Source: an optimization exercise on an open RTL-to-GDS flow (aim: small area, a short achievable clock period and few clock cycles per item). Production flows keep margins and buffers that such runs may drop. Function was checked by simulation only, so behaviour that the tests miss may differ from the original. Power figures rest on the tool's default switching activity, not on a simulated workload.

Setup of trial 16:
==> flow/design.v (excerpt) <==
module pwm_timer_divisor_search (
  input  logic                           clk,
  input  logic                           rst,
  input  logic                           in_valid,
  output logic                           in_stall,
  input  logic [ptds_pkg::FREQ_W-1:0]    target_frequency,
  output logic                           out_valid,
  input  logic                           out_stall,
  output logic [ptds_pkg::VALUE_W-1:0]   prescaler_value,
  output logic [ptds_pkg::VALUE_W-1:0]   period_value,
  output logic [ptds_pkg::STATUS_W-1:0]  status_code,
  input  logic                           cfg_valid,
  output logic                           cfg_ready,
  input  logic [ptds_pkg::CLOCK_W-1:0]   cfg_data
);
Size in the first run: roughly 1500 cells after synthesis, ~150 flip-flops, roughly 110 I/O pins, roughly 12000 um2 of cells after synthesis.
==> module pwm_timer_divisor_search, before the edit <==
module pwm_timer_divisor_search (
  input  logic                           clk,
  input  logic                           rst,
  input  logic                           in_valid,
  output logic                           in_stall,
  input  logic [ptds_pkg::FREQ_W-1:0]    target_frequency,
  output logic                           out_valid,
  input  logic                           out_stall,
  output logic [ptds_pkg::VALUE_W-1:0]   prescaler_value,
  output logic [ptds_pkg::VALUE_W-1:0]   period_value,
  output logic [ptds_pkg::STATUS_W-1:0]  status_code,
  input  logic                           cfg_valid,
  output logic                           cfg_ready,
  input  logic [ptds_pkg::CLOCK_W-1:0]   cfg_data
);
  localparam int SKIP_A = 8;
  localparam int SKIP_B = 2;
  logic [31:0] timer_clock;
  logic [4:0]  clk_lz;
  logic        clk_norm;
  logic [31:0] dvs;
  logic [31:0] rem;
  logic [31:0] quo;
  logic [5:0]  cnt;
  logic        busy;
  logic        second;
  logic        q_nz;
  logic [1:0]  status;
  assign in_stall        = busy;
  assign cfg_ready       = 1'b1;
  assign prescaler_value = quo[31:16];
  assign period_value    = quo[15:0];
  assign status_code     = status;
  localparam logic [31:0] CLOCK_RESET_N  = ptds_pkg::CLOCK_RESET << 5;
  localparam logic [4:0]  CLOCK_RESET_LZ = 5'd5;
  always_ff @(posedge clk) begin
    if (rst) begin
      timer_clock <= CLOCK_RESET_N;
      clk_lz      <= CLOCK_RESET_LZ;
      clk_norm    <= 1'b0;
    end else if (cfg_valid) begin
      timer_clock <= cfg_data;
      clk_lz      <= 5'd0;
      clk_norm    <= 1'b1;
    end else if (clk_norm) begin
      if (timer_clock[31] || clk_lz == 5'd31) begin
        clk_norm <= 1'b0;
      end else begin
        timer_clock <= {timer_clock[30:0], 1'b0};
        clk_lz      <= clk_lz + 5'd1;
      end
    end
  end
  logic [32:0] trial;
  logic        load_c;
  logic [31:0] diff;
  logic        fits;
  logic        skip_a;
  logic        skip_b;
  logic [5:0]  cnt_next;
  logic        cnt_end;
  logic        step;
  logic        last;
  always_comb begin
    trial = {rem, quo[31]};
    skip_a = !ge_a && (cnt <= 6'(32 - SKIP_A));
    skip_b = !ge_b && (cnt <= 6'(32 - SKIP_B));
    cnt_next = skip_a ? cnt + 6'(SKIP_A) : skip_b ? cnt + 6'(SKIP_B) : cnt + 6'd1;
    cnt_end  = skip_a ? (cnt == 6'(32 - SKIP_A)) :
               skip_b ? (cnt == 6'(32 - SKIP_B)) : (cnt == 6'd31);
  end
  logic        ge_a;
  logic        ge_b;
  logic [31:0] unused_a;
  logic [31:0] unused_b;
  ptds_div #(.W(33)) u_cmp_a (
    .a    ({1'b0, rem}),
    .b    ({1'b0, dvs >> SKIP_A}),
    .cin  (1'b1),
    .diff (unused_a),
    .fits (ge_a)
  );
  ptds_div #(.W(33)) u_cmp_b (
    .a    ({1'b0, rem}),
    .b    ({1'b0, dvs >> SKIP_B}),
    .cin  (1'b1),
    .diff (unused_b),
    .fits (ge_b)
  );
  ptds_div #(.W(33)) u_sub (
    .a    (trial),
    .b    ({1'b0, dvs}),
    .cin  (1'b1),
    .diff (diff),
    .fits (fits)
  );
  assign step = busy && !cnt[5] && !out_valid;
  assign load_c = (!busy || out_valid) && !(out_valid && out_stall);
  assign last = busy && cnt[5];
  logic [15:0] qa;
  logic [15:0] qb;
  logic [15:0] mg [0:4];
  logic [15:0] mp [0:4];
  logic        c_lt;
  logic [16:0] u17;
  logic [15:0] a_z;
  logic [15:0] a_o;
  logic [15:0] psc;
  logic [16:0] psc1;
  logic        psc_zero;
  logic [1:0]  st_next;
  always_comb begin
    qa = quo[31:16];
    qb = quo[15:0];
    mg[0] = qa & ~qb;
    mp[0] = ~(qa ^ qb);
    for (int l = 1; l <= 4; l++) begin
      for (int i = 0; i < 16; i++) begin
        if (i >= (1 << (l - 1))) begin
          mg[l][i] = mg[l-1][i] | (mp[l-1][i] & mg[l-1][i - (1 << (l - 1))]);
          mp[l][i] = mp[l-1][i] & mp[l-1][i - (1 << (l - 1))];
        end else begin
          mg[l][i] = mg[l-1][i];
          mp[l][i] = mp[l-1][i];
        end
      end
    end
    c_lt = mg[4][15];
    u17[0] = mp[0][0] ^ ~c_lt;
    for (int i = 1; i < 16; i++) begin
      u17[i] = mp[0][i] ^ (mg[4][i-1] | (mp[4][i-1] & ~c_lt));
    end
    u17[16] = mp[4][15];
    a_z[0] = 1'b1;
    a_o[0] = 1'b1;
    for (int i = 1; i < 16; i++) begin
      a_z[i] = a_z[i-1] & ~qa[i-1];
      a_o[i] = a_o[i-1] & qa[i-1];
    end
    for (int i = 0; i < 16; i++) begin
      psc[i]  = qa[i] ^ (c_lt & a_z[i]);
      psc1[i] = qa[i] ^ (~c_lt & a_o[i]);
    end
    psc1[16] = ~c_lt & (&qa);
    psc_zero = (qa == 16'd0) || (qa == 16'd1 && qb == 16'd0);
    if (dvs == 32'd0)      st_next = ptds_pkg::STATUS_ZERO_FREQ;
    else if (!q_nz)        st_next = ptds_pkg::STATUS_ABOVE_CLOCK;
    else                   st_next = ptds_pkg::STATUS_OK;
  end
  logic done;
  always_comb begin
    done = (step && second && cnt_end)
        || (last && (st_next != ptds_pkg::STATUS_OK || psc_zero));
  end
  always_ff @(posedge clk) begin
    if (rst) begin
      busy      <= 1'b0;
      out_valid <= 1'b0;
    end else begin
      if (out_valid && !out_stall) out_valid <= 1'b0;
      if (!busy) begin
        if (in_valid) busy <= 1'b1;
      end else if (done) begin
        busy      <= 1'b0;
        out_valid <= 1'b1;
      end
    end
  end
  always_ff @(posedge clk) begin
    if (!busy) begin
      dvs    <= target_frequency;
      rem    <= 32'd0;
      second <= 1'b0;
      q_nz   <= 1'b0;
      cnt    <= {1'b0, clk_lz};
      if (load_c) quo <= timer_clock;
    end else if (step) begin
      if (skip_a) begin
        rem <= {rem[31-SKIP_A:0], quo[31:32-SKIP_A]};
        quo <= {quo[31-SKIP_A:0], {SKIP_A{second}}};
      end else if (skip_b) begin
        rem <= {rem[31-SKIP_B:0], quo[31:32-SKIP_B]};
        quo <= {quo[31-SKIP_B:0], {SKIP_B{second}}};
      end else begin
        rem <= fits ? diff : trial[31:0];
        quo <= {quo[30:0], fits ^ second};
        q_nz <= q_nz | fits;
      end
      cnt <= cnt_next;
    end else if (last) begin
      status <= st_next;
      second <= 1'b1;
      dvs    <= {15'd0, psc1};
      rem    <= {31'd0, u17[16]};
      cnt    <= 6'd16;
      if (st_next != ptds_pkg::STATUS_OK) begin
        quo <= 32'd0;
      end else if (psc_zero) begin
        quo <= {16'd0, ~u17[15:0]};
      end else begin
        quo <= {u17[15:0], psc};
      end
    end else if (load_c) begin
      quo <= timer_clock;
      cnt <= {1'b0, clk_lz};
    end
  end
endmodule
make LEC_CHECK=0 CAP_MARGIN=20 CORE_MARGIN=2 CORE_UTILIZATION=40 SETUP_SLACK_MARGIN=2.5 SLEW_MARGIN=20 TNS_END_PERCENT=0 finish   # period 5.0 ns
run.sh (not shown) runs the stock make flow with config.mk's settings and CLKGATE_MAP_FILE= SYNTH_SCRIPT=/design/flow/synth_recipe.tcl, a recipe that flattens the netlist after the stock synthesis.
Testbench counts of trial 16, summed over its fixed seeds: cycles 19,501, items 1,024.
Relative to trial 16, the following input files were edited for build 30:
diff --git a/flow/design.v b/flow/design.v
--- a/flow/design.v
+++ b/flow/design.v
@@ -102,42 +102,32 @@
   end
   logic [32:0] trial;
   logic        load_c;
   logic [31:0] diff;
   logic        fits;
+  logic [31:0] dmask;
   logic        skip_a;
   logic        skip_b;
   logic [5:0]  cnt_next;
   logic        cnt_end;
   logic        step;
   logic        last;
   always_comb begin
     trial = {rem, quo[31]};
-    skip_a = !ge_a && (cnt <= 6'(32 - SKIP_A));
-    skip_b = !ge_b && (cnt <= 6'(32 - SKIP_B));
+    dmask = dvs;
+    for (int sh = 1; sh < 32; sh = sh * 2) begin
+      dmask = dmask | (dmask >> sh);
+    end
+    skip_a = dmask[SKIP_A] && ((rem & ~(dmask >> (SKIP_A + 1))) == 32'd0)
+             && (cnt <= 6'(32 - SKIP_A));
+    skip_b = (SKIP_B != 0) && dmask[SKIP_B]
+             && ((rem & ~(dmask >> (SKIP_B + 1))) == 32'd0)
+             && (cnt <= 6'(32 - SKIP_B));
     cnt_next = skip_a ? cnt + 6'(SKIP_A) : skip_b ? cnt + 6'(SKIP_B) : cnt + 6'd1;
     cnt_end  = skip_a ? (cnt == 6'(32 - SKIP_A)) :
                skip_b ? (cnt == 6'(32 - SKIP_B)) : (cnt == 6'd31);
   end
-  logic        ge_a;
-  logic        ge_b;
-  logic [31:0] unused_a;
-  logic [31:0] unused_b;
-  ptds_div #(.W(33)) u_cmp_a (
-    .a    ({1'b0, rem}),
-    .b    ({1'b0, dvs >> SKIP_A}),
-    .cin  (1'b1),
-    .diff (unused_a),
-    .fits (ge_a)
-  );
-  ptds_div #(.W(33)) u_cmp_b (
-    .a    ({1'b0, rem}),
-    .b    ({1'b0, dvs >> SKIP_B}),
-    .cin  (1'b1),
-    .diff (unused_b),
-    .fits (ge_b)
-  );
   ptds_div #(.W(33)) u_sub (
     .a    (trial),
     .b    ({1'b0, dvs}),
     .cin  (1'b1),
     .diff (diff),
Results
- Cell count: build 30 vs trial 16 down about 4.4%
- Post-route DRC violation count came out exactly the same in build 30 and trial 16.
- The via density per instance of build 30 and that of trial 16 are within noise of each other.
- [build 30] leakage component of the power fell 9.9% relative to trial 16
- Highest fanout seen on the critical path, build 30 and trial 16, higher one = build 30.
- Compared with trial 16, build 30 shows a lower depth of the worst register-to-register path.
- Proportion of cell area spent on the clock network for build 30: 0.31 points up relative to trial 16
- Summary: with trial 16 as the reference, total wirelength of the detailed-routed design in build 30 moved down by a little under 10%.
- The growth of design area from synthesis to finish number comes out higher for trial 16 vs build 30.
- Core utilization: build 30 and trial 16 compared, higher one is trial 16
- Per the comparison of build 30 with trial 16, net count of the mapped netlist fell 104, overall power after layout fell about 0.9%.
- Measured against each other, build 30 and trial 16 differ in design area, the higher figure coming from trial 16.
- quo[1] as the launch point of the critical path was reported by build 30, and quo[5] by trial 16.
Testbench counts of build 30, summed over its fixed seeds: cycles 20,350, items 1,024.

## afterwards: timing with drivers on the ports
How much do the figures lean on ideal ports? The routed layouts below were timed once more, with nothing changed but the port constraints.
Step 1, drivers: a clkbuf_16 drives clk and a buf_2 each remaining input, both assumed.
Step 2, shift: input delay + t, output delay - t, t = (earliest + latest rising clock arrival at the registers) / 2. This alone moves slack from input paths to output paths.
a / b / c = ideal / step 1 / step 2; a / b = the first two.
run	t, ns	setup slack, ns	pins driven straight from the clock port
trial 16	0.487	1.979 / 1.979 / 1.561	1
build 30	0.491	1.885 / 1.885 / 1.486	1
After both steps setup and hold are still met in every run listed. For trial 16, which loses most, drivers alone change the setup slack by 0.000 ns; drivers and shift together by -0.418 ns.
